What follows belongs to an exercise in optimizing a design on an open flow for small area, a short achievable clock period and few clock cycles per item; a production flow would make more cautious choices. RTL that was checked went through simulation tests only; none was proved equivalent to the original.

==> flow/design.v <==
`default_nettype none
module pwd_processor (
    input  logic       clk,
    input  logic       rst_n,
    input  logic       in_valid,
    input  logic [8:0] in_data,
    output logic       busy,
    output logic       out_valid,
    output logic [8:0] out_data
);
    logic       vreg;
    logic [8:0] x;
    always_ff @(posedge clk or negedge rst_n) begin
        if (!rst_n) vreg <= 1'b0;
        else        vreg <= in_valid & ~busy;
    end
    always_ff @(posedge clk) x <= in_data;
    logic [8:0] d [4];       
    logic [2:0] m;           
    logic [2:0] r;           
    logic       done_col;    
    logic [8:0] dmin, dmax;    
    logic [8:0] h;           
    logic       cin;         
    logic       even;        
    logic       fresh;       
    logic [2:0] cnt;
    logic       pend, load, pop, ins;
    logic [2:0] rs;
    assign cnt  = m - r;
    assign pend = done_col | (~vreg & (cnt != 3'd0));
    assign pop  = (r != 3'd0);
    assign load = pend & (r[2:1] == 2'b00);
    assign ins  = vreg;
    assign rs   = load ? m : r;
    function automatic [11:0] radd(input [10:0] a, input [10:0] b, input ci);
        reg cc;
        integer k;
        begin
            cc = ci;
            for (k = 0; k < 11; k = k + 1) begin
                radd[k] = a[k] ^ b[k] ^ cc;
                cc = (a[k] & b[k]) | (cc & (a[k] | b[k]));
            end
            radd[11] = cc;
        end
    endfunction
    function automatic sgt(input [8:0] a, input [8:0] b);
        reg r;
        integer k;
        begin
            r = 1'b0;
            for (k = 0; k < 8; k = k + 1)
                r = (a[k] & ~b[k]) | ((a[k] | ~b[k]) & r);
            sgt = (b[8] & ~a[8]) | ((b[8] | ~a[8]) & r);
        end
    endfunction
    function automatic [8:0] decode_r(input [8:0] w);
        reg [3:0] hh, ll;
        reg [11:0] t;
        begin
            hh = w[7:4] ^ {4{w[8]}};
            ll = w[3:0] ^ {4{w[8]}};
            t  = radd({4'b0, hh, 3'b000}, {6'b0, hh, 1'b0}, 1'b0);
            t  = radd(t[10:0], {7'b0, ll}, 1'b0);
            t  = radd(t[10:0], w[8] ? 11'd380 : 11'd479, 1'b0);
            decode_r = t[8:0];
        end
    endfunction
    function automatic [8:0] decode_f(input [8:0] w);
        reg [8:0] tb;
        reg [31:0] oh;
        reg [11:0] t;
        begin
            oh = 32'd1 << {w[8], w[7:4]};
            tb[0] = |(oh & 32'h0000ffff);
            tb[1] = |(oh & 32'h55555555);
            tb[2] = |(oh & 32'hcccc9999);
            tb[3] = |(oh & 32'h96964b4b);
            tb[4] = |(oh & 32'hb24d926d);
            tb[5] = |(oh & 32'h8e3ce38e);
            tb[6] = |(oh & 32'h81fcfc0f);
            tb[7] = |(oh & 32'h7ffc000f);
            tb[8] = |(oh & 32'hfffc000f);
            decode_f = tb + {5'b0, w[3:0] ^ {4{w[8]}}};
        end
    endfunction
    function automatic [8:0] decode(input [8:0] w);
        reg [3:0] hh, ll;
        reg [11:0] t;
        begin
            hh = w[7:4] ^ {4{w[8]}};
            ll = w[3:0] ^ {4{w[8]}};
            t  = {1'b0, hh, 3'b000} + {3'b0, hh, 1'b0} + {5'b0, ll} + (w[8] ? 9'd380 : 9'd479);
            decode = t[8:0];
        end
    endfunction
    logic [8:0] dx;
    assign dx = decode_f(x);
    logic [4:0] g, hpos;
    always_comb begin
        for (int i = 0; i < 4; i++)
            g[i] = (3'(i) >= rs) && (3'(i) < m) && sgt(x, d[i]);
        g[4] = 1'b0;
        for (int i = 0; i < 5; i++)
            hpos[i] = g[i] | (3'(i) == m);
    end
    logic [8:0] pre [5];
    always_comb begin
        for (int i = 0; i < 5; i++) begin
            if (ins && i > 0 && g[i-1])
                pre[i] = d[i-1];
            else if (ins && hpos[i])
                pre[i] = x;
            else
                pre[i] = (i < 4) ? d[i] : x;
        end
    end
    always_ff @(posedge clk) begin
        for (int i = 0; i < 4; i++)
            d[i] <= pop ? pre[i+1] : pre[i];
    end
    logic first_word;
    assign first_word = (rs == m);
    logic [8:0] lo_raw, hi_raw;
    logic [8:0] sa, sb;
    logic [11:0] sr;
    logic [9:0] sum;
    always_comb begin
        lo_raw = d[m[1:0] - 2'd1];
        hi_raw = r[0] ? d[1] : d[0];
        sa  = cnt[0] ? hi_raw : dmax;
        sb  = cnt[0] ? lo_raw : dmin;
        sr  = {2'b0, {sa[8], sa} + {sb[8], sb}};
        sum = sr[9:0];
    end
    always_ff @(posedge clk or negedge rst_n) begin
        if (!rst_n) begin
            m        <= '0;
            r        <= '0;
            done_col <= 1'b0;
        end else begin
            m        <= m + 3'(ins) - 3'(pop);
            r        <= load ? cnt : r - 3'(pop);
            done_col <= pend & ~load;
        end
    end
    always_ff @(posedge clk) begin
        if (ins) begin
            if (first_word || sgt(dmin, dx)) dmin <= dx;
            if (first_word || sgt(dx, dmax)) dmax <= dx;
        end
        if (load) begin
            h    <= sum[9:1];
            cin  <= ~(sum[9] & sum[0]);
            even <= ~cnt[0];
        end
        fresh <= load;    
    end
    logic [2:0] r_next;
    assign r_next = load ? cnt : r - 3'(pop);
    always_ff @(posedge clk or negedge rst_n) begin
        if (!rst_n) busy <= 1'b0;
        else        busy <= ((vreg & ~in_valid) | busy) & (r_next >= 3'd3);
    end
    logic       c_valid, c_first;
    logic [8:0] c_reg;
    logic [8:0] v;
    assign v = even ? decode_r(d[0]) : d[0];
    logic [11:0] cres;
    assign cres = {3'b0, v + ~h + 9'(cin)};
    always_ff @(posedge clk or negedge rst_n) begin
        if (!rst_n) c_valid <= 1'b0;
        else        c_valid <= pop;
    end
    always_ff @(posedge clk) begin
        c_reg   <= cres[8:0];
        c_first <= fresh;
    end
    logic [8:0]  sq;
    logic        sk;
    logic [8:0]  cp;
    logic [10:0] b;
    assign cp = {~c_reg[8], c_reg[7:0]};
    assign b  = {{1'b0, sq} + {2'b0, cp[8:1]} + {9'b0, sk}, cp[0]};
    function automatic [1:0] madd(input [1:0] p, input [1:0] q);
        madd = (p == 2'd0) ? q :
               (q == 2'd0) ? p :
               (p == q) ? ((p == 2'd1) ? 2'd2 : 2'd1) : 2'd0;
    endfunction
    logic [1:0] e [6];
    logic [1:0] rr [7];
    logic [1:0] e54, e32, e10;
    logic [11:0] qd;
    always_comb begin
        for (int k = 0; k < 6; k++) begin
            logic [1:0] dg;
            dg = (k == 5) ? {1'b0, b[10]} : b[2*k +: 2];
            e[k] = (dg == 2'd3) ? 2'd0 : dg;
        end
        e54   = madd(e[5], e[4]);
        e32   = madd(e[3], e[2]);
        e10   = madd(e[1], e[0]);
        rr[6] = 2'd0;
        rr[5] = e[5];
        rr[4] = e54;
        rr[3] = madd(e54, e[3]);
        rr[2] = madd(e54, e32);
        rr[1] = madd(rr[2], e[1]);
        rr[0] = madd(rr[2], e10);
        for (int k = 0; k < 6; k++) begin
            logic [1:0] dg;
            dg = (k == 5) ? {1'b0, b[10]} : b[2*k +: 2];
            case ({rr[k+1], dg})
                4'b00_00, 4'b00_01, 4'b00_10: qd[2*k +: 2] = 2'd0;
                4'b00_11, 4'b01_00, 4'b01_01: qd[2*k +: 2] = 2'd1;
                4'b01_10, 4'b01_11, 4'b10_00: qd[2*k +: 2] = 2'd2;
                default:                      qd[2*k +: 2] = 2'd3;
            endcase
        end
    end
    logic corr;
    assign corr = ~(b[10] | (b[9] & b[8])) & (rr[0] != 2'd0);
    always_ff @(posedge clk) begin
        if (c_first) begin
            sq <= cp;
            sk <= 1'b0;
        end else begin
            sq <= qd[8:0];
            sk <= corr;
        end
    end
    logic       s_valid;
    logic [8:0] st;
    assign st = sq + {8'b0, sk};
    always_ff @(posedge clk or negedge rst_n) begin
        if (!rst_n) begin
            s_valid   <= 1'b0;
            out_valid <= 1'b0;
        end else begin
            s_valid   <= c_valid;
            out_valid <= s_valid;
        end
    end
    always_ff @(posedge clk) begin
        out_data <= {~st[8], st[7:0]};
    end
endmodule
`default_nettype wire
Settings: LEC_CHECK=0, ABC_AREA=1, CAP_MARGIN=20, CORE_MARGIN=2, CORE_UTILIZATION=40, SLEW_MARGIN=20; clock period 18.0 ns.
standard.sh (not shown) runs the stock make flow with config.mk's settings and CLKGATE_MAP_FILE= SYNTH_SCRIPT=/design/flow/synth_recipe.tcl, a recipe that flattens the netlist after the stock synthesis.
==> flow/flow/run.sh <==
#!/bin/bash
# The standard layout, with two changes made through ORFS variables: the
# port buffers inserted at placement are buf_2 cells instead of the default
# pick, and clock tree synthesis uses a clkbuf_16 root and clkbuf_8 cells below it,
# and no dummy balancing loads. Every tool's output goes to a log file in
# this folder.
set -euo pipefail
bash standard.sh \
  "BUFFER_PORTS_ARGS=-buffer_cell sky130_fd_sc_hd__buf_2" \
  "CTS_ARGS=-sink_clustering_enable -repair_clock_nets -sink_clustering_size 40 -dont_use_dummy_load -root_buf sky130_fd_sc_hd__clkbuf_16 -buf_list sky130_fd_sc_hd__clkbuf_8" \
  finish > standard_run.log 2>&1
The baseline finished with timing, DRC and antenna clean.
Testbench counts at the start, summed over its fixed seeds: cycles 8,555, bursts 2,400.
Rerun with:
--- a/flow/design.v
+++ b/flow/design.v
@@ -178,10 +178,6 @@
         c_first <= fresh;
     end
-    logic [8:0]  sq;
-    logic        sk;
-    logic [8:0]  cp;
     logic [10:0] b;
-    assign cp = {~c_reg[8], c_reg[7:0]};
-    assign b  = {{1'b0, sq} + {2'b0, cp[8:1]} + {9'b0, sk}, cp[0]};
+    assign b = {1'b0, ~out_data[8], out_data[7:0], 1'b0} + {2'b0, ~c_reg[8], c_reg[7:0]};
     function automatic [1:0] madd(input [1:0] p, input [1:0] q);
         madd = (p == 2'd0) ? q :
@@ -210,39 +206,22 @@
         rr[0] = madd(rr[2], e10);
         for (int k = 0; k < 6; k++) begin
-            logic [1:0] dg;
-            dg = (k == 5) ? {1'b0, b[10]} : b[2*k +: 2];
-            case ({rr[k+1], dg})
-                4'b00_00, 4'b00_01, 4'b00_10: qd[2*k +: 2] = 2'd0;
-                4'b00_11, 4'b01_00, 4'b01_01: qd[2*k +: 2] = 2'd1;
-                4'b01_10, 4'b01_11, 4'b10_00: qd[2*k +: 2] = 2'd2;
-                default:                      qd[2*k +: 2] = 2'd3;
-            endcase
-        end
-    end
-    logic corr;
-    assign corr = ~(b[10] | (b[9] & b[8])) & (rr[0] != 2'd0);
-    always_ff @(posedge clk) begin
-        if (c_first) begin
-            sq <= cp;
-            sk <= 1'b0;
-        end else begin
-            sq <= qd[8:0];
-            sk <= corr;
-        end
-    end
-    logic       s_valid;
-    logic [8:0] st;
-    assign st = sq + {8'b0, sk};
-    always_ff @(posedge clk or negedge rst_n) begin
-        if (!rst_n) begin
-            s_valid   <= 1'b0;
-            out_valid <= 1'b0;
-        end else begin
-            s_valid   <= c_valid;
-            out_valid <= s_valid;
-        end
-    end
-    always_ff @(posedge clk) begin
-        out_data <= {~st[8], st[7:0]};
+            logic [3:0] t;
+            t = {rr[k+1], 2'b00} + ((k == 5) ? {3'b0, b[10]} : {2'b0, b[2*k +: 2]});
+            qd[2*k +: 2] = (t >= 4'd9) ? 2'd3 : (t >= 4'd6) ? 2'd2 : (t >= 4'd3) ? 2'd1 : 2'd0;
+        end
+    end
+    logic       corr;
+    logic [8:0] qt;
+    always_comb begin
+        corr = ~(b[10] | (b[9] & b[8])) & (rr[0] != 2'd0);
+        for (int j = 0; j < 9; j++)
+            qt[j] = qd[j] ^ (corr & ((qd[8:0] & ((9'd1 << j) - 9'd1)) == ((9'd1 << j) - 9'd1)));
+    end
+    always_ff @(posedge clk or negedge rst_n) begin
+        if (!rst_n) out_valid <= 1'b0;
+        else        out_valid <= c_valid;
+    end
+    always_ff @(posedge clk) begin
+        out_data <= c_first ? c_reg : {~qt[8], qt[7:0]};
     end
 endmodule
After rerunning: The new run ran to the end with no violations. Sequential cell count shrinks by 11. Die area shrinks slightly. Clock-buffer cell count shrinks by 8. Wire length grows by a few percent. Area after synthesis shrinks slightly. Final cell count shrinks slightly.
Function not checked in the second run of this note: the RTL went through the layout flow alone.

========
RTL: the design.v shown in full above, as it stands there.
export LEC_CHECK = 0
export ABC_AREA = 1
export CAP_MARGIN = 20
export CORE_MARGIN = 2
export CORE_UTILIZATION = 40
export SLEW_MARGIN = 20
create_clock -name core_clock -period 18.0 [get_ports {clk}]
==> flow/flow/run.sh <==
#!/bin/bash
# The standard layout, with the port buffers inserted at placement made
# buf_2 cells instead of the default pick. Every tool's output goes to a log
# file in this folder.
set -euo pipefail
bash standard.sh "BUFFER_PORTS_ARGS=-buffer_cell sky130_fd_sc_hd__buf_2" finish > standard_run.log 2>&1
Testbench counts at the start, summed over its fixed seeds: cycles 8,555, bursts 2,400.
Change:
--- a/flow/design.v
+++ b/flow/design.v
@@ -174,18 +174,14 @@
         else        c_valid <= pop;
     end
     always_ff @(posedge clk) begin
         c_reg   <= cres[8:0];
         c_first <= fresh;
     end
-    logic [8:0]  sq;
-    logic        sk;
-    logic [8:0]  cp;
     logic [10:0] b;
-    assign cp = {~c_reg[8], c_reg[7:0]};
-    assign b  = {{1'b0, sq} + {2'b0, cp[8:1]} + {9'b0, sk}, cp[0]};
+    assign b = {1'b0, ~out_data[8], out_data[7:0], 1'b0} + {2'b0, ~c_reg[8], c_reg[7:0]};
     function automatic [1:0] madd(input [1:0] p, input [1:0] q);
         madd = (p == 2'd0) ? q :
                (q == 2'd0) ? p :
                (p == q) ? ((p == 2'd1) ? 2'd2 : 2'd1) : 2'd0;
     endfunction
     logic [1:0] e [6];
@@ -206,44 +202,27 @@
         rr[4] = e54;
         rr[3] = madd(e54, e[3]);
         rr[2] = madd(e54, e32);
         rr[1] = madd(rr[2], e[1]);
         rr[0] = madd(rr[2], e10);
         for (int k = 0; k < 6; k++) begin
-            logic [1:0] dg;
-            dg = (k == 5) ? {1'b0, b[10]} : b[2*k +: 2];
-            case ({rr[k+1], dg})
-                4'b00_00, 4'b00_01, 4'b00_10: qd[2*k +: 2] = 2'd0;
-                4'b00_11, 4'b01_00, 4'b01_01: qd[2*k +: 2] = 2'd1;
-                4'b01_10, 4'b01_11, 4'b10_00: qd[2*k +: 2] = 2'd2;
-                default:                      qd[2*k +: 2] = 2'd3;
-            endcase
-        end
-    end
-    logic corr;
-    assign corr = ~(b[10] | (b[9] & b[8])) & (rr[0] != 2'd0);
-    always_ff @(posedge clk) begin
-        if (c_first) begin
-            sq <= cp;
-            sk <= 1'b0;
-        end else begin
-            sq <= qd[8:0];
-            sk <= corr;
-        end
-    end
-    logic       s_valid;
-    logic [8:0] st;
-    assign st = sq + {8'b0, sk};
-    always_ff @(posedge clk or negedge rst_n) begin
-        if (!rst_n) begin
-            s_valid   <= 1'b0;
-            out_valid <= 1'b0;
-        end else begin
-            s_valid   <= c_valid;
-            out_valid <= s_valid;
-        end
-    end
-    always_ff @(posedge clk) begin
-        out_data <= {~st[8], st[7:0]};
+            logic [3:0] t;
+            t = {rr[k+1], 2'b00} + ((k == 5) ? {3'b0, b[10]} : {2'b0, b[2*k +: 2]});
+            qd[2*k +: 2] = (t >= 4'd9) ? 2'd3 : (t >= 4'd6) ? 2'd2 : (t >= 4'd3) ? 2'd1 : 2'd0;
+        end
+    end
+    logic       corr;
+    logic [8:0] qt;
+    always_comb begin
+        corr = ~(b[10] | (b[9] & b[8])) & (rr[0] != 2'd0);
+        for (int j = 0; j < 9; j++)
+            qt[j] = qd[j] ^ (corr & ((qd[8:0] & ((9'd1 << j) - 9'd1)) == ((9'd1 << j) - 9'd1)));
+    end
+    always_ff @(posedge clk or negedge rst_n) begin
+        if (!rst_n) out_valid <= 1'b0;
+        else        out_valid <= c_valid;
+    end
+    always_ff @(posedge clk) begin
+        out_data <= c_first ? c_reg : {~qt[8], qt[7:0]};
     end
 endmodule
 `default_nettype wire
The new run passed the timing, DRC and antenna checks.
Non-clock buffer count is unchanged.
Hold slack hardly moves.
Worst setup slack got worse by 0.15 ns.
Sequential share of layout area drops by 1.0 points.
Wire length climbs by 2.0%.
Count of clock-buffer cells in the layout drops by 8.
Maximum frequency drops by about 3.2%.
Die area drops by about 1.4%.
Sequential cell count drops by 11.
Area after synthesis drops by about 1.4%.
For the second run of this note, only the layout was checked, not whether the RTL still works.

## afterwards: timing with drivers on the ports
The flow's constraints put no driver on any port. The routed layouts listed below were extracted and timed again, unchanged, in two steps. Step 1 (the two cells are an assumption about what drives the block):
set clk [get_ports {clk}]
set_driving_cell -lib_cell sky130_fd_sc_hd__clkbuf_16 $clk
set_driving_cell -lib_cell sky130_fd_sc_hd__buf_2 [delete_from_list [all_inputs] $clk]
Step 2, shift: input delay + t, output delay - t, t = (earliest + latest rising clock arrival at the registers) / 2. This alone moves slack from input paths to output paths. Slacks: ideal ports / drivers / drivers and shift; pairs: ideal ports / drivers.
run | t (ns) | setup slack, ns | cell pins on the clock port's net
the first run of note 1 | 0.410 | 13.494 / 13.445 / 13.516 | 1
the second run of note 1 | 0.388 | 13.307 / 13.307 / 13.307 | 1
the first run of note 2 | 0.479 | 13.436 / 13.387 / 13.476 | 1
the second run of note 2 | 0.397 | 13.285 / 13.285 / 13.285 | 1
After both steps setup and hold are still met in every run listed.
